This design comes from an exercise in tuning for small area and a short achievable clock period on the open sky130 flow, not from production work. In this exercise RTL edits were held to simulation tests only and were not proved equivalent to the original. Power and IR drop assume default switching activity.

`design/flow/design.v`:
```
`default_nettype none
package fetch_pkg;
	localparam int ADDR_WIDTH = 32;
	localparam int BUS_WIDTH = 64;
	localparam int INSN_WIDTH = 32;
	localparam int INSNS_PER_WORD = BUS_WIDTH / INSN_WIDTH;
	localparam int WORD_LSB = 3;
	localparam int FETCH_LIMIT = 8;
	localparam int LGFIFO = 3;
	localparam int LGDEPTH = LGFIFO + 4;
	typedef logic [ADDR_WIDTH-1:0] addr_t;
	typedef logic [BUS_WIDTH-1:0] bus_word_t;
	typedef logic [INSN_WIDTH-1:0] insn_t;
	typedef logic [LGDEPTH:0] depth_t;
	typedef logic [LGDEPTH-1:0] fill_t;
	typedef enum logic [1:0] {
		RESP_OKAY   = 2'b00,
		RESP_EXOKAY = 2'b01,
		RESP_SLVERR = 2'b10,
		RESP_DECERR = 2'b11
	} axi_resp_e;
endpackage
`default_nettype wire
`default_nettype none
module flush_tracker (
	input  logic S_AXI_ACLK,
	input  logic fifo_reset,
	input  logic i_new_pc,
	input  logic i_arvalid,
	input  logic i_arready,
	input  logic i_rvalid,
	output logic o_full_bus,
	output logic o_flush_request,
	output logic o_keep_beat
);
	fetch_pkg::depth_t outstanding;
	fetch_pkg::depth_t out_inc, out_dec;
	fetch_pkg::depth_t out_next;
	localparam int FL = fetch_pkg::FETCH_LIMIT;
	logic [FL-1:0] fresh_t;
	logic fresh_up, fresh_down;
	logic flush_next;
	logic last_stale;
	fetch_pkg::depth_t base_count, base_less;
	logic flushing;
	logic ar_hs;
	assign ar_hs = i_arvalid && i_arready;
	assign out_inc = outstanding + 1'b1;
	assign out_dec = outstanding - 1'b1;
	always_comb
	begin
		case ({ ar_hs, i_rvalid })
		2'b10: out_next = out_inc;
		2'b01: out_next = out_dec;
		default: out_next = outstanding;
		endcase
		if (fifo_reset)
			out_next = '0;
	end
	always_ff @(posedge S_AXI_ACLK)
	begin
		outstanding <= out_next;
		if (fifo_reset)
			o_full_bus <= 1'b0;
		else
		begin
			case ({ ar_hs, i_rvalid })
			2'b10: o_full_bus <= (out_inc >= fetch_pkg::depth_t'((1 << fetch_pkg::LGDEPTH) - 1));
			2'b01: o_full_bus <= (out_dec >= fetch_pkg::depth_t'((1 << fetch_pkg::LGDEPTH) - 1));
			default: o_full_bus <= (outstanding >= fetch_pkg::depth_t'((1 << fetch_pkg::LGDEPTH) - 1));
			endcase
		end
	end
	always_comb
	begin
		flush_next = o_flush_request;
		if (fifo_reset)
			flush_next = 1'b0;
		else if (i_new_pc)
			flush_next = i_arvalid && !i_arready;
		else if (i_arready)
			flush_next = 1'b0;
	end
	assign fresh_up = ar_hs && !o_flush_request && !o_keep_beat;
	assign fresh_down = o_keep_beat && !(ar_hs && !o_flush_request);
	always_ff @(posedge S_AXI_ACLK)
	begin
		for (int k = 0; k < FL; k++)
		begin
			if (fifo_reset || i_new_pc)
				fresh_t[k] <= 1'b0;
			else
				fresh_t[k] <= (fresh_t[k] || (fresh_up && ((k == 0) || fresh_t[(k == 0) ? 0 : k-1])))
					&& !(fresh_down && ((k == FL-1) || !fresh_t[(k == FL-1) ? k : k+1]));
		end
	end
	always_comb
	begin
		last_stale = 1'b0;
		for (int k = 0; k <= FL; k++)
		begin
			if (((k == 0) || fresh_t[(k == 0) ? 0 : k-1])
				&& ((k == FL) || !fresh_t[(k == FL) ? 0 : k]))
			begin
				if (o_flush_request ? (outstanding == fetch_pkg::depth_t'(k))
					: (outstanding == fetch_pkg::depth_t'(k + 1)))
					last_stale = 1'b1;
			end
		end
	end
	assign base_count = i_arvalid ? out_inc : outstanding;
	assign base_less = i_arvalid ? outstanding : out_dec;
	always_ff @(posedge S_AXI_ACLK)
	begin
		o_flush_request <= flush_next;
		if (fifo_reset)
			flushing <= 1'b0;
		else if (i_new_pc)
			flushing <= i_rvalid ? (base_less != 0) : (base_count != 0);
		else if (i_rvalid && flushing)
			flushing <= !last_stale;
	end
	assign o_keep_beat = i_rvalid && !flushing;
endmodule
`default_nettype wire
`default_nettype none
module axil_request (
	input  logic S_AXI_ACLK,
	input  logic fifo_reset,
	input  logic i_new_pc,
	input  fetch_pkg::addr_t i_pc,
	input  fetch_pkg::addr_t i_cur_pc,
	input  logic i_arready,
	input  logic i_full_bus,
	input  logic i_flush_request,
	input  logic i_word_taken,
	input  logic i_out_busy,
	output logic o_arvalid,
	output fetch_pkg::addr_t o_araddr
);
	logic [fetch_pkg::FETCH_LIMIT-1:0] fill_t;
	logic at_limit;
	logic pending_new_pc;
	logic running;
	logic issue;
	logic count_req;
	localparam int LO_TOP = fetch_pkg::WORD_LSB + 8;
	fetch_pkg::addr_t step_araddr;
	logic step_lo_ones;
	logic araddr_lo_ones;
	assign issue = !o_arvalid || i_arready;
	assign count_req = o_arvalid && i_arready && !i_flush_request;
	always_ff @(posedge S_AXI_ACLK)
	begin
		if (fifo_reset || i_new_pc)
			fill_t <= '0;
		else
		begin
			case ({ count_req, i_word_taken })
			2'b10: fill_t <= { fill_t[fetch_pkg::FETCH_LIMIT-2:0], 1'b1 };
			2'b01: fill_t <= { 1'b0, fill_t[fetch_pkg::FETCH_LIMIT-1:1] };
			default: fill_t <= fill_t;
			endcase
		end
	end
	assign at_limit = fill_t[fetch_pkg::FETCH_LIMIT-1]
		|| (fill_t[fetch_pkg::FETCH_LIMIT-2] && (o_arvalid || i_out_busy))
		|| (fill_t[fetch_pkg::FETCH_LIMIT-3] && o_arvalid && i_out_busy);
	always_ff @(posedge S_AXI_ACLK)
	begin
		if (fifo_reset)
			running <= 1'b0;
		else if (i_new_pc)
			running <= 1'b1;
	end
	always_ff @(posedge S_AXI_ACLK)
	begin
		if (fifo_reset)
			o_arvalid <= 1'b0;
		else if (issue)
			o_arvalid <= (i_new_pc || (running && !at_limit)) && !i_full_bus;
	end
	always_ff @(posedge S_AXI_ACLK)
	begin
		if (fifo_reset || issue)
			pending_new_pc <= 1'b0;
		else if (i_new_pc)
			pending_new_pc <= 1'b1;
	end
	always_comb
	begin
		if (pending_new_pc)
		begin
			step_araddr = i_cur_pc;
			step_lo_ones = &i_cur_pc[LO_TOP-1:fetch_pkg::WORD_LSB];
		end
		else
		begin
			step_araddr[fetch_pkg::WORD_LSB-1:0] = '0;
			step_araddr[LO_TOP-1:fetch_pkg::WORD_LSB]
				= o_araddr[LO_TOP-1:fetch_pkg::WORD_LSB] + 1'b1;
			step_araddr[fetch_pkg::ADDR_WIDTH-1:LO_TOP]
				= o_araddr[fetch_pkg::ADDR_WIDTH-1:LO_TOP] + araddr_lo_ones;
			step_lo_ones = (o_araddr[LO_TOP-1:fetch_pkg::WORD_LSB]
				== { { (LO_TOP-fetch_pkg::WORD_LSB-1){1'b1} }, 1'b0 });
		end
	end
	always_ff @(posedge S_AXI_ACLK)
	begin
		if (fifo_reset)
		begin
			o_araddr <= '0;
			araddr_lo_ones <= 1'b0;
		end
		else if (i_new_pc && issue)
		begin
			o_araddr <= i_pc;
			araddr_lo_ones <= &i_pc[LO_TOP-1:fetch_pkg::WORD_LSB];
		end
		else if (o_arvalid && i_arready)
		begin
			o_araddr <= step_araddr;
			araddr_lo_ones <= step_lo_ones;
		end
	end
endmodule
`default_nettype wire
`default_nettype none
module sync_fifo (
	input  logic S_AXI_ACLK,
	input  logic fifo_reset,
	input  logic i_flush,
	input  logic i_wr,
	input  fetch_pkg::bus_word_t i_data,
	input  logic i_err,
	input  logic i_rd,
	output fetch_pkg::bus_word_t o_data,
	output logic o_err,
	output logic o_empty
);
	localparam int DEPTH = fetch_pkg::FETCH_LIMIT - 1;
	localparam int BW = fetch_pkg::BUS_WIDTH;
	fetch_pkg::bus_word_t mem [DEPTH];
	logic [DEPTH-1:0] err_mem;
	logic [DEPTH-1:0] wr_sel;
	logic [DEPTH-1:0] wr_sel_next;
	logic [DEPTH-1:0] rd_sel;
	logic [DEPTH-1:0] rd_sel_next;
	logic [DEPTH-1:0] rd_next;
	logic [DEPTH-1:0] wr_en;
	logic nonempty;
	logic nonempty_next;
	logic slots_full_next;
	logic slots_full;
	logic six_used;
	logic [DEPTH-1:0] rd_skip6;
	logic rd_en;
	assign o_empty = !nonempty;
	assign rd_en = i_rd && nonempty;
	assign rd_next = { rd_sel[DEPTH-2:0], rd_sel[DEPTH-1] };
	always_ff @(posedge S_AXI_ACLK)
	begin
		for (int i = 0; i < DEPTH; i++)
		begin
			if (wr_en[i])
			begin
				mem[i] <= i_data;
				err_mem[i] <= i_err;
			end
		end
	end
	always_comb
	begin
		wr_sel_next = wr_sel;
		rd_sel_next = rd_sel;
		nonempty_next = nonempty;
		if (fifo_reset || i_flush)
		begin
			wr_sel_next = DEPTH'(1);
			rd_sel_next = DEPTH'(1);
			nonempty_next = 1'b0;
		end
		else
		begin
			if (i_wr)
				wr_sel_next = { wr_sel[DEPTH-2:0], wr_sel[DEPTH-1] };
			if (rd_en)
				rd_sel_next = rd_next;
			if (i_wr)
				nonempty_next = 1'b1;
			else if (rd_en)
				nonempty_next = !(|(wr_sel & rd_next));
		end
	end
	assign rd_skip6 = { rd_sel[0], rd_sel[DEPTH-1:1] };
	assign six_used = nonempty && (|(wr_sel & rd_skip6));
	assign slots_full_next = !(fifo_reset || i_flush) && !rd_en
		&& (slots_full || (six_used && i_wr));
	always_ff @(posedge S_AXI_ACLK)
	begin
		wr_sel <= wr_sel_next;
		rd_sel <= rd_sel_next;
		nonempty <= nonempty_next;
		slots_full <= slots_full_next;
		wr_en <= wr_sel_next & { DEPTH{!slots_full_next} };
	end
	always_comb
	begin
		o_data = '0;
		for (int i = 0; i < DEPTH; i++)
			o_data = o_data | ({ BW{rd_sel[i]} } & mem[i]);
		o_err = |(rd_sel & err_mem);
	end
endmodule
`default_nettype wire
`default_nettype none
module insn_unpack (
	input  logic S_AXI_ACLK,
	input  logic fifo_reset,
	input  logic i_new_pc,
	input  fetch_pkg::addr_t i_pc,
	input  logic i_ready,
	input  fetch_pkg::bus_word_t i_data,
	input  logic i_err,
	input  logic i_empty,
	output logic o_fifo_rd,
	output logic o_word_taken,
	output logic o_out_busy,
	output logic o_valid,
	output fetch_pkg::insn_t o_insn,
	output fetch_pkg::addr_t o_pc,
	output logic o_illegal
);
	fetch_pkg::bus_word_t swapped;
	fetch_pkg::insn_t out_hi;
	logic out_two;
	logic shift;
	logic fifo_rd;
	logic valid_next;
	logic two_next;
	localparam int PC_LO_TOP = 2 + 8;
	logic pc_lo_ones;
	always_comb
	begin
		for (int lane = 0; lane < fetch_pkg::INSNS_PER_WORD; lane++)
		begin
			for (int b = 0; b < 4; b++)
			begin
				swapped[lane*fetch_pkg::INSN_WIDTH + (3-b)*8 +: 8]
					= i_data[lane*fetch_pkg::INSN_WIDTH + b*8 +: 8];
			end
		end
	end
	assign shift = !o_valid && o_pc[fetch_pkg::WORD_LSB-1];
	assign fifo_rd = !o_valid || (i_ready && !out_two);
	assign o_word_taken = fifo_rd && !i_empty;
	assign o_out_busy = o_valid && (!i_ready || out_two);
	assign o_fifo_rd = fifo_rd;
	always_comb
	begin
		valid_next = o_valid;
		two_next = out_two;
		if (fifo_reset || i_new_pc)
		begin
			valid_next = 1'b0;
			two_next = 1'b0;
		end
		else if (fifo_rd)
		begin
			valid_next = !i_empty;
			two_next = !i_empty && !shift;
		end
		else if (i_ready)
		begin
			valid_next = 1'b1;
			two_next = 1'b0;
		end
	end
	always_ff @(posedge S_AXI_ACLK)
	begin
		o_valid <= valid_next;
		out_two <= two_next;
	end
	always_ff @(posedge S_AXI_ACLK)
	begin
		if (fifo_reset)
			o_insn <= '0;
		else if (fifo_rd)
			o_insn <= shift ? swapped[fetch_pkg::INSN_WIDTH +: fetch_pkg::INSN_WIDTH]
				: swapped[0 +: fetch_pkg::INSN_WIDTH];
		else if (i_ready)
			o_insn <= out_hi;
	end
	always_ff @(posedge S_AXI_ACLK)
	begin
		if (fifo_rd)
			out_hi <= swapped[fetch_pkg::INSN_WIDTH +: fetch_pkg::INSN_WIDTH];
	end
	always_ff @(posedge S_AXI_ACLK)
	begin
		if (fifo_reset)
		begin
			o_pc <= '0;
			pc_lo_ones <= 1'b0;
		end
		else if (i_new_pc)
		begin
			o_pc <= i_pc;
			pc_lo_ones <= &i_pc[PC_LO_TOP-1:2];
		end
		else if (o_valid && i_ready && !o_illegal)
		begin
			o_pc[PC_LO_TOP-1:2] <= o_pc[PC_LO_TOP-1:2] + 1'b1;
			o_pc[fetch_pkg::ADDR_WIDTH-1:PC_LO_TOP]
				<= o_pc[fetch_pkg::ADDR_WIDTH-1:PC_LO_TOP] + pc_lo_ones;
			o_pc[1:0] <= 2'b00;
			pc_lo_ones <= (o_pc[PC_LO_TOP-1:2] == { { (PC_LO_TOP-3){1'b1} }, 1'b0 });
		end
	end
	always_ff @(posedge S_AXI_ACLK)
	begin
		if (fifo_reset || i_new_pc)
			o_illegal <= 1'b0;
		else if (!o_illegal && o_word_taken)
			o_illegal <= i_err;
	end
endmodule
`default_nettype wire
`default_nettype none
module axil_fetch (
	input  logic S_AXI_ACLK,
	input  logic fifo_reset,
	input  logic i_new_pc,
	input  fetch_pkg::addr_t i_pc,
	input  logic i_ready,
	output fetch_pkg::insn_t o_insn,
	output fetch_pkg::addr_t o_pc,
	output logic o_valid,
	output logic o_illegal,
	output logic M_AXI_ARVALID,
	input  logic M_AXI_ARREADY,
	output fetch_pkg::addr_t M_AXI_ARADDR,
	input  logic M_AXI_RVALID,
	output logic M_AXI_RREADY,
	input  fetch_pkg::bus_word_t M_AXI_RDATA,
	input  logic [1:0] M_AXI_RRESP
);
	fetch_pkg::axi_resp_e rresp;
	fetch_pkg::bus_word_t fifo_data;
	logic fifo_rd;
	logic rd_err;
	logic full_bus;
	logic flush_request;
	logic keep_beat;
	logic fifo_err;
	logic fifo_empty;
	logic word_taken;
	logic out_busy;
	assign M_AXI_RREADY = 1'b1;
	assign rresp = fetch_pkg::axi_resp_e'(M_AXI_RRESP);
	assign rd_err = (rresp == fetch_pkg::RESP_SLVERR) || (rresp == fetch_pkg::RESP_DECERR);
	flush_tracker u_flush (
		.S_AXI_ACLK(S_AXI_ACLK), .fifo_reset(fifo_reset), .i_new_pc(i_new_pc),
		.i_arvalid(M_AXI_ARVALID), .i_arready(M_AXI_ARREADY),
		.i_rvalid(M_AXI_RVALID), .o_full_bus(full_bus),
		.o_flush_request(flush_request), .o_keep_beat(keep_beat));
	axil_request u_request (
		.S_AXI_ACLK(S_AXI_ACLK), .fifo_reset(fifo_reset), .i_new_pc(i_new_pc),
		.i_pc(i_pc), .i_cur_pc(o_pc), .i_arready(M_AXI_ARREADY), .i_full_bus(full_bus),
		.i_flush_request(flush_request), .i_word_taken(word_taken),
		.i_out_busy(out_busy), .o_arvalid(M_AXI_ARVALID), .o_araddr(M_AXI_ARADDR));
	sync_fifo u_fifo (
		.S_AXI_ACLK(S_AXI_ACLK), .fifo_reset(fifo_reset), .i_flush(i_new_pc),
		.i_wr(keep_beat), .i_data(M_AXI_RDATA), .i_err(rd_err), .i_rd(fifo_rd),
		.o_data(fifo_data), .o_err(fifo_err), .o_empty(fifo_empty));
	insn_unpack u_unpack (
		.S_AXI_ACLK(S_AXI_ACLK), .fifo_reset(fifo_reset), .i_new_pc(i_new_pc),
		.i_pc(i_pc), .i_ready(i_ready), .i_data(fifo_data), .i_err(fifo_err),
		.i_empty(fifo_empty), .o_fifo_rd(fifo_rd), .o_word_taken(word_taken),
		.o_out_busy(out_busy), .o_valid(o_valid), .o_insn(o_insn), .o_pc(o_pc),
		.o_illegal(o_illegal));
endmodule
`default_nettype wire
```
`design/flow/flow/run.sh`:
```
#!/bin/bash
# The standard layout, with the smallest buffer on the ports and a clock tree of larger
# sink clusters without dummy loads. make's full output goes to standard.log here, and
# each ORFS step keeps its own log under orfs/logs.
set -euo pipefail
bash standard.sh \
	"BUFFER_PORTS_ARGS=-buffer_cell sky130_fd_sc_hd__buf_1" \
	"CTS_ARGS=-sink_clustering_enable -repair_clock_nets -dont_use_dummy_load -sink_clustering_size 25 -sink_clustering_max_diameter 80" \
	finish > standard.log 2>&1
```
`design/flow/standard.sh`:
```
#!/bin/bash
# synth_recipe.tcl (not shown) runs the flow's synth.tcl, then flattens the netlist and writes it again
# the make line also repeats each setting of config.mk as NAME=value (left out here)
make -C /OpenROAD-flow-scripts/flow DESIGN_CONFIG=/design/flow/config.mk WORK_HOME=/design/flow/orfs CLKGATE_MAP_FILE= SYNTH_SCRIPT=/design/flow/synth_recipe.tcl "${@:-finish}"
```
`design/flow/config.mk`:
```
export PLATFORM = sky130hd
export DESIGN_NAME = axil_fetch
export DESIGN_NICKNAME = axil_fetch
export VERILOG_FILES = /design/flow/design.v
export SDC_FILE = /design/flow/constraint.sdc
export NUM_CORES = 4
export LEC_CHECK = 0
export CAP_MARGIN = 20
export CORE_MARGIN = 2
export CORE_UTILIZATION = 70
export PLACE_DENSITY = 0.8
export SETUP_SLACK_MARGIN = 2.0
export SLEW_MARGIN = 20
```
`design/flow/constraint.sdc`:
```
create_clock -name core_clock -period 4.0 [get_ports {S_AXI_ACLK}]
set_input_delay 0.8000 -clock core_clock [delete_from_list [all_inputs] [get_ports {S_AXI_ACLK}]]
set_output_delay 0.8000 -clock core_clock [all_outputs]
set_load 0.01 [all_outputs]
```
==> run summary, run 1 <==
First-pass DRT Iterations -> 8
Final setup violation count -> 0
Crit path required time -> 3.20 ns
TNS Setup -> 0 ns
initial DRC count -> 2085
hold depth -> 2
Worst Path Arrival -> 1.17 ns
layout cells sized above 1 -> 0.106
top_reg_cell synth -> edfxtp_1
status -> complete, no violations
post-synthesis sequential area ratio -> 0.697
critical path's top delay family -> flip-flops
Die Span Y -> 195 um
Filler Cells Inserted -> 2171
area of the multi-input gates -> 7090 um2
vias per cell -> 6.95
Worst setup EP type -> output pin
CP Max Fanout -> 2
drc violations -> 0
Horiz. Die Dim -> 195 um
Post-Synthesis Cells -> 1884
metal2 WL -> 29.4 mm
Core Region -> 35700 um2
dpl hpwl -> 34.3 mm
CP Depth -> 1
FFs w/ async S/R, synth -> 0
CP cell instances -> clkbuf_2
Fmax -> 507 MHz
clk_skew -> 0.0995 ns
first-pass GRT wire length -> 92.9 mm
uppermost layer routed -> met5
Buf/Inv on CP -> 1
Detail Route Antenna Nets -> 0
clock root cell -> clkbuf_16
CP startpoint kind -> flip-flop
RSZ-0062 raised after global routing -> true
clock buffer count from CTS -> 30
per-cell routed wire length -> 24.4 um
commonest non-fill, non-tap cell in the layout -> edfxtp_1
buffers added on ports -> 201
crit share post-route -> 0.493
# nets final -> 2132
LEAKAGE -> 0.00870 uW
Clock Latency Late Sink -> 0.64 ns
EDFF count, synth -> 487
Slew Limit Fails -> 0
fin area -> 27600 um2
total gr overflow -> 0
Worst Reg-to-Reg Cells -> 7
I/O pin count -> 204
Synth Register Bits -> 641
CTS max path bufs -> 3
CTS tree -> done
die area -> 37900 um2
commonest cells after routing, fill and taps aside -> edfxtp_1 (487), buf_1 (171), a22oi_1 (164)
final hold vios -> 0
# H-tree levels -> 1
Area Growth Syn to Fin -> 8.39%
Initial Util -> 0.713
syn nets -> 2004
initial antenna violation count -> 4
Total GRT Usage -> 0.316
number of global-route vias before repair -> 16500
Setup CP Type -> reg2out
Max Cap Viol -> 0
Sequential Area -> 17800 um2
Avg Inst Size Synth -> 13.5 um2
Synth Cell Area -> 25400 um2
Worst path slowest cell -> dfxtp_1
gp weighted congestion -> 0.931
Worst Hold Class -> reg2reg
# rows -> 69
Post-CTS Hold Buffers -> 0
Num Clock Sinks -> 641
Least-Margin Pin Slew -> 1.15 ns
Yosys cell types -> 78
Max-slew headroom -> 0.234
routed length on met3 -> 6.70 mm
Max stage delay on crit path -> 0.39 ns
peak supply drop -> 0.000495 V
post-layout min period -> 1.97 ns
Placed Area -> 26500 um2
Power Density -> 429 nW/um2
wirelength, routed -> 60.5 mm
vias -> 17200
clock-pin slew on the worst setup and hold paths -> 0.10 ns
Synth Warn # -> 5
largest net degree at the start of global routing -> 66
M1 WL -> 23.0 mm
[logic make-up (layout without fill, tap and decap cells)]
logic type | after synthesis | after routing | synth area share
AOI/OAI and AO/OA | 531 | 531 | 0.150
and+or+nand+nor | 456 | 456 | 0.0930
other | 1 | 3 | 0.000148
muxes | 17 | 17 | 0.00679
buffers and inverters | 170 | 296 | 0.0275
xor gates and xnor gates | 52 | 52 | 0.0179
adders and majority gates | 16 | 16 | 0.00787
DFF | 641 | 641 | 0.697
[sequential cells by signal, summed over array words and instances, names as in the netlist, 7 cells and up]
| signal | cells |
|---|---|
| u_flush.outstanding | 8 |
| u_request.fill_t | 8 |
| u_flush.fresh_t | 8 |
| u_request.o_araddr | 32 |
| u_unpack.o_insn | 32 |
| u_fifo.mem | 448 |
| u_fifo.wr_sel | 7 |
| u_unpack.out_hi | 32 |
| u_unpack.o_pc | 32 |
| u_fifo.err_mem | 7 |
| u_fifo.rd_sel | 7 |
| u_fifo.wr_en | 7 |
[through the flow]
step	hold slack (ns)	setup WS [ns]	utilization	std cells	power, uW
after CTS	0.466	1.93	0.766	2463	11800
after global placement	0.443	1.33	0.742	2433	8690
after global routing	0.476	1.99	0.773	2472	12200
after detailed placement	0.450	1.30	0.742	2433	8740
final	0.472	2.03	0.773	2473	11800
after floorplan	0.427	2.01	-	1884	8360
[where the power goes]
part	internal [uW]	switching, uW	leakage [uW]
logic	387	630	0.00250
clock network	1330	1860	0.000370
registers	7390	228	0.00583
[area by class of cell]
class | count | area share
flip-flops and latches | 641 | 0.648
repair buffers | 236 | 0.0423
inverters | 30 | 0.00422
diodes | 2 | 0.000182
multi-input cells | 1073 | 0.257
well taps | 461 | 0.0209
clock buffers | 30 | 0.0272
[synth_stat cells, types with 20 or more instances]
cell type | n | area share
edfxtp_1 | 487 | 0.58
a222oi_1 | 67 | 0.026
dfxtp_1 | 154 | 0.12
inv_1 | 28 | 0.0041
xnor2_1 | 35 | 0.012
nor3_1 | 20 | 0.0039
nor2_1 | 100 | 0.015
nand3_1 | 67 | 0.013
a21oi_1 | 109 | 0.021
o21ai_0 | 53 | 0.010
o211ai_1 | 34 | 0.010
buf_2 | 28 | 0.0055
nand2_1 | 113 | 0.017
nand4_1 | 52 | 0.013
a22oi_1 | 164 | 0.048
clkbuf_1 | 91 | 0.013
[worst paths after layout]
kind              slack, ns                endpoint                   start
hold reg to reg        0.47       u_request.running       u_request.running
hold / removal         0.47       u_request.running       u_request.running
setup reg to reg       2.11  u_request.o_araddr[31]  u_request.o_araddr[11]
setup / recovery       2.03               o_insn[6]      u_unpack.o_insn[6]
[per-layer routing]
metal / up-vias / GRT usage
met5: - / 0
met4: 4 / 0.102
met3: 104 / 0.0534
met2: 1029 / 0.517
met1: 8391 / 0.439
li1: 7648 / -
[repair_timing]
action                                  CTS  global route
pin swaps                                 0             1
endpoints found under the setup margin  122            92
resized for setup                        53            66
setup buffers                             0             4
==> run 2: changes to the inputs <==
--- a/design/flow/design.v
+++ b/design/flow/design.v
@@ -255,6 +255,7 @@
 	logic six_used;
 	logic [DEPTH-1:0] rd_skip6;
 	logic rd_en;
+	assign wr_sel = slots_full ? rd_sel : wr_en;
 	assign o_empty = !nonempty;
 	assign rd_en = i_rd && nonempty;
 	assign rd_next = { rd_sel[DEPTH-2:0], rd_sel[DEPTH-1] };
@@ -298,7 +299,6 @@
 		&& (slots_full || (six_used && i_wr));
 	always_ff @(posedge S_AXI_ACLK)
 	begin
-		wr_sel <= wr_sel_next;
 		rd_sel <= rd_sel_next;
 		nonempty <= nonempty_next;
 		slots_full <= slots_full_next;
==> run summary, run 2 <==
Fmax -> 505 MHz
CP Depth -> 1
total gr overflow -> 0
Worst Path Arrival -> 1.18 ns
Num Clock Sinks -> 634
RSZ-0062 raised after global routing -> true
dpl hpwl -> 35.9 mm
final hold vios -> 0
Crit path required time -> 3.20 ns
buffers added on ports -> 201
Final setup violation count -> 0
clock-pin slew on the worst setup and hold paths -> 0.10 ns
TNS Setup -> 0 ns
Synth Warn # -> 5
CP cell instances -> buf_1
# H-tree levels -> 1
Post-Synthesis Cells -> 1884
Total GRT Usage -> 0.321
largest net degree at the start of global routing -> 76
# rows -> 69
commonest non-fill, non-tap cell in the layout -> edfxtp_1
Max stage delay on crit path -> 0.39 ns
first-pass GRT wire length -> 94.2 mm
First-pass DRT Iterations -> 7
area fraction of the dominant cell type after synthesis -> 0.577
die area -> 37700 um2
LEAKAGE -> 0.00892 uW
initial antenna violation count -> 4
clock root cell -> clkbuf_16
post-layout min period -> 1.98 ns
Initial Util -> 0.712
layout cells sized above 1 -> 0.122
Yosys cell types -> 80
Final Power -> 11900 uW
pre-CTS WS -> 1.24 ns
Area Growth Syn to Fin -> 9.71%
FFs w/ async S/R, synth -> 0
commonest cells after routing, fill and taps aside -> edfxtp_1 (487), buf_1 (172), a22oi_1 (164)
Worst path slowest cell -> dfxtp_2
top-count cell post-synth -> edfxtp_1
hold depth -> 2
Die Span Y -> 194 um
initial DRC count -> 2126
drc violations -> 0
Buf/Inv on CP -> 1
clk_skew -> 0.0858 ns
I/O pin count -> 204
post-synthesis sequential area ratio -> 0.694
critical path's top delay family -> flip-flops
Horiz. Die Dim -> 194 um
Avg Inst Size Synth -> 13.4 um2
top_reg_cell synth -> edfxtp_1
commonest cells in the netlist -> edfxtp_1 (487), a22oi_1 (164), dfxtp_1 (147)
Sequential Area -> 17700 um2
register with the most flip-flops -> u_fifo.mem
Filler Cells Inserted -> 2091
Max-slew headroom -> 0.244
CTS max path bufs -> 3
Synth Register Bits -> 634
Slew Limit Fails -> 0
area of the multi-input gates -> 7190 um2
CP Max Fanout -> 5
CP startpoint kind -> flip-flop
Core Region -> 35600 um2
Worst Hold Class -> reg2reg
clock buffer count from CTS -> 30
Clock Latency Late Sink -> 0.63 ns
CTS tree -> done
vias per cell -> 7.00
peak supply drop -> 0.000559 V
area leader, netlist -> edfxtp_1
Synth Cell Area -> 25300 um2
EDFF count, synth -> 487
Reg2Reg Setup Slack -> 2.03 ns
Largest register FFs -> 448
# nets final -> 2157
post-route setup slack -> 2.02 ns
status -> complete, no violations
Detail Route Antenna Nets -> 0
Power Density -> 430 nW/um2
gp weighted congestion -> 0.934
Post-CTS Hold Buffers -> 0
Worst Reg-to-Reg Cells -> 6
Least-Margin Pin Slew -> 1.13 ns
Min Hold Slack -> 0.477 ns
number of global-route vias before repair -> 16400
final core occ -> 0.781
per-cell routed wire length -> 25.3 um
Setup CP Type -> reg2out
crit share post-route -> 0.495
top cells by area, synth -> edfxtp_1 (58%), dfxtp_1 (12%), a22oi_1 (4.9%)
wirelength, routed -> 63.1 mm
Max Cap Viol -> 0
Worst setup EP type -> output pin
vias -> 17500
syn nets -> 2004
-- run 2: path summary, 6_finish.rpt --
check                          from                endpoint
max               u_unpack.o_pc[25]                o_pc[25]
min          u_request.o_araddr[11]  u_request.o_araddr[11]
max reg2reg        u_fifo.rd_sel[1]       u_fifo.slots_full
min reg2reg  u_request.o_araddr[11]  u_request.o_araddr[11]
-- run 2: worst register-to-register path: stages (launching register included) --
cell and delay (ns):
dfxtp_4 0.42, buf_6 0.20, mux2_2 0.33, a22oi_1 0.22
nand3_1 0.13, a31o_4 0.29, and3_2 0.22
-- run 2: logic make-up after synthesis --
group / Yosys count / synth area share
flip-flops: 634 / 0.694
AO/OA/AOI/OAI: 534 / 0.154
AND/OR/NAND/NOR: 450 / 0.0893
buffers and inverters: 175 / 0.0276
XOR/XNOR: 43 / 0.0149
multiplexers: 30 / 0.0124
adder cells (fa/ha/maj): 17 / 0.00830
other: 1 / 0.000148
-- run 2: routing by layer --
layer / routed length [um] / global-route usage
met5: 40 / 0
met4: 2200 / 0.111
met3: 7170 / 0.0633
met2: 30900 / 0.530
met1: 22800 / 0.433
-- run 2: power by group --
part | internal [uW] | switching [uW] | leakage [uW]
Sequential | 7390 | 230 | 0.00579
Combinational | 410 | 706 | 0.00276
Clock | 1330 | 1870 | 0.000370
Total | 9140 | 2810 | 0.00892
-- run 2: what timing repair did --
item                       CTS  global route
pin swaps                    1             5
buffers inserted             7            24
gates cloned                 0             2
gates resized for setup     83            56
setup endpoints to repair  152            74
-- run 2: layout make-up --
class | count | area share
clock buffers | 30 | 0.0270
well taps | 461 | 0.0208
multi-input cells | 1075 | 0.259
inverters | 28 | 0.00410
diodes | 1 | 0.0000900
repair inverters | 1 | 0.000270
repair buffers | 267 | 0.0516
flip-flops and latches | 634 | 0.637
-- run 2: stage by stage --
stage	cell area (um2)	cells
4_1_cts	27400	2470
3_5_place_dp	26400	2433
5_1_grt	27800	2497
3_3_place_gp	26400	2433
2_1_floorplan	25400	1884
6_report	27800	2497
==> run 3: changes to the inputs <==
--- a/design/flow/design.v
+++ b/design/flow/design.v
@@ -255,7 +255,6 @@
 	logic six_used;
 	logic [DEPTH-1:0] rd_skip6;
 	logic rd_en;
-	assign wr_sel = slots_full ? rd_sel : wr_en;
 	assign o_empty = !nonempty;
 	assign rd_en = i_rd && nonempty;
 	assign rd_next = { rd_sel[DEPTH-2:0], rd_sel[DEPTH-1] };
@@ -299,6 +298,7 @@
 		&& (slots_full || (six_used && i_wr));
 	always_ff @(posedge S_AXI_ACLK)
 	begin
+		wr_sel <= wr_sel_next;
 		rd_sel <= rd_sel_next;
 		nonempty <= nonempty_next;
 		slots_full <= slots_full_next;
--- a/design/flow/config.mk
+++ b/design/flow/config.mk
@@ -7,7 +7,7 @@
 export LEC_CHECK = 0
 export CAP_MARGIN = 20
 export CORE_MARGIN = 2
-export CORE_UTILIZATION = 70
-export PLACE_DENSITY = 0.8
+export CORE_UTILIZATION = 75
+export PLACE_DENSITY = 0.85
 export SETUP_SLACK_MARGIN = 2.0
 export SLEW_MARGIN = 20
==> run summary, run 3 <==
status -> complete, no violations
Final setup violation count -> 0
clock buffer count from CTS -> 30
top cells by area, synth -> edfxtp_1 (58%), dfxtp_1 (12%), a22oi_1 (4.8%)
final hold vios -> 0
commonest non-fill, non-tap cell in the layout -> edfxtp_1
final core occ -> 0.825
Crit path required time -> 4.50 ns
Power Density -> 431 nW/um2
Max-slew headroom -> 0.224
Post-Synthesis Cells -> 1884
Post-CTS Hold Buffers -> 0
clk_skew -> 0.0286 ns
first-pass GRT wire length -> 96.0 mm
Least-Margin Pin Slew -> 1.16 ns
vias per cell -> 7.17
crit share post-route -> 0.498
CP startpoint kind -> flip-flop
top-count cell post-synth -> edfxtp_1
Num Clock Sinks -> 641
# H-tree levels -> 1
initial antenna violation count -> 5
clock root cell -> clkbuf_16
switching power -> 2770 uW
clock-pin slew on the worst setup and hold paths -> 0.10 ns
Largest register FFs -> 448
combinational share of power -> 0.086
Worst Hold Class -> in2reg
CP cell instances -> a22oi_1 -> nand3_1 -> a31oi_1 -> or3_1 -> and2_1
clock power share -> 0.271
FFs w/ async S/R, synth -> 0
Clock Latency Late Sink -> 0.60 ns
Reg power frac -> 0.643
Min Hold Slack -> 0.466 ns
Area Growth Syn to Fin -> 8.57%
total gr overflow -> 0
Synth Warn # -> 5
I/O pin count -> 204
syn nets -> 2004
Setup CP Type -> reg2reg
Worst path slowest cell -> dfxtp_4
Worst Path Arrival -> 2.49 ns
area leader, netlist -> edfxtp_1
Total GRT Usage -> 0.350
largest net degree at the start of global routing -> 66
layout cells sized above 1 -> 0.105
TNS Setup -> 0 ns
initial DRC count -> 2609
Core Region -> 33400 um2
post-route setup slack -> 2.01 ns
# rows -> 67
Horiz. Die Dim -> 188 um
RSZ-0062 raised after global routing -> true
peak supply drop -> 0.000476 V
post-synthesis sequential area ratio -> 0.697
Int Pwr -> 9120 uW
Max stage delay on crit path -> 0.70 ns
commonest cells after routing, fill and taps aside -> edfxtp_1 (487), buf_1 (178), a22oi_1 (164)
Fmax -> 502 MHz
# nets final -> 2139
LEAKAGE -> 0.00872 uW
Filler Cells Inserted -> 1767
dpl hpwl -> 35.5 mm
drc violations -> 0
Synth Cell Area -> 25400 um2
commonest cells in the netlist -> edfxtp_1 (487), a22oi_1 (164), dfxtp_1 (154)
CTS max path bufs -> 3
buffers added on ports -> 201
EDFF count, synth -> 487
CTS tree -> done
Die Span Y -> 188 um
die area -> 35400 um2
Avg Inst Size Synth -> 13.5 um2
top_reg_cell synth -> edfxtp_1
area fraction of the dominant cell type after synthesis -> 0.575
vias -> 17700
Initial Util -> 0.760
wirelength, routed -> 63.5 mm
pre-CTS WS -> 1.28 ns
post-layout min period -> 1.99 ns
Max Cap Viol -> 0
Sw Ratio -> 0.233
Slew Limit Fails -> 0
First-pass DRT Iterations -> 9
per-cell routed wire length -> 25.7 um
number of global-route vias before repair -> 17300
CP Max Fanout -> 35
register with the most flip-flops -> u_fifo.mem
Worst setup EP type -> flip-flop
Yosys cell types -> 78
gp weighted congestion -> 0.929
Final Power -> 11900 uW
Detail Route Antenna Nets -> 0
Synth Register Bits -> 641
run 3: cell count changes after synthesis, sizes merged, moves of 5 or more:
cell,previous run,this run
mux2,8,2
xor2,10,17
a21oi,98,109
clkbuf,102,91
nor4,7,12
dfxtp,147,154
and2,6,13
mux2i,22,15
a31oi,13,8
o21a,10,18
o21ai,47,56
a211oi,25,19
a21o,10,5
o211a,7,0
run 3: path summary, 6_finish.rpt:
path | startpoint | end | slack [ns] | cells after the start
min | i_pc[1] | u_unpack.o_pc[1] | 0.47 | 3
min reg2reg | u_request.running | u_request.running | 0.49 | 2
max | u_fifo.rd_sel[1] | u_fifo.wr_en[5] | 2.01 | 5
max reg2reg | u_fifo.rd_sel[1] | u_fifo.wr_en[5] | 2.01 | 5
run 3: per-stage QoR:
stage               cell area (um2)  instances
finish                        27600       2469
global route                  27600       2469
CTS                           27400       2457
detailed placement            26500       2421
global placement              26500       2421
floorplan                     25500       1884
run 3: layout make-up:
cell class                      count  area (um2)  area share
Antenna cell                        4        10.0    0.000363
Clock buffer                       30         751      0.0272
Inverter                           30         115     0.00417
Tap cell                          448         561      0.0203
Sequential cell                   641       17900       0.647
Timing Repair Buffer              243        1220      0.0441
Multi-Input combinational cell   1073        7080       0.257
run 3: kinds of logic after synthesis:
group	Yosys count	synth area share
compound gates	531	0.150
xor+xnor	52	0.0179
fa+ha+maj	16	0.00787
buf+inv	170	0.0275
flops	641	0.697
mux	17	0.00679
other cells	1	0.000148
simple gates	456	0.0930
run 3: per-layer routing:
metal,GRT usage,part of all wire
met1,0.484,0.36
met2,0.565,0.48
met3,0.0582,0.13
met4,0.140,0.033
met5,0,0.00019
run 3: power groups by stage:
stage	clock network, uW	logic [uW]	registers (uW)
6_report	3220	1030	7640
5_1_grt	3420	1130	7660
4_1_cts	3220	1000	7630
3_5_place_dp	0	972	7780
3_3_place_gp	0	927	7760
2_1_floorplan	0	637	7730
run 3: worst max-delay path, delay by kind of cell, from the launching register on:
family | cells | cell delay (ns)
AO/OA/AOI/OAI | 2 | 0.30
flip-flops | 1 | 0.70
AND/OR/NAND/NOR | 3 | 0.88
run 3: what timing repair did:
item                       CTS  global route
setup endpoints to repair  131            58
pin swaps                    0             2
resized for setup           78            42
setup buffers                6             6

[what the ideal ports hide]
The flow's constraints put no driver on any port. The routed layouts listed below were extracted and timed again, unchanged, in two steps.
Step 1 assumes that a clkbuf_16 drives the clock port and a buf_2 every other input.
Step 2, shift: input delay + t, output delay - t, t = (earliest + latest rising clock arrival at the registers) / 2. This alone moves slack from input paths to output paths.
Slacks: ideal ports / drivers / drivers and shift; pairs: ideal ports / drivers.
run	t, ns	setup slack, ns	worst setup path after step 2	clock arrival spread, ns	slew at the worst register clock pin (ns)
run 1	0.649	2.029 / 1.968 / 1.473	input to register	0.104 / 0.104	0.10 / 0.10
run 2	0.644	2.018 / 1.961 / 1.489	input to register	0.089 / 0.089	0.10 / 0.10
run 3	0.643	2.009 / 1.976 / 1.433	input to register	0.032 / 0.031	0.10 / 0.10
After both steps every run listed still meets setup and hold. The setup slack of run 3, which loses most, moves by -0.033 ns with the drivers and by -0.576 ns with both steps.
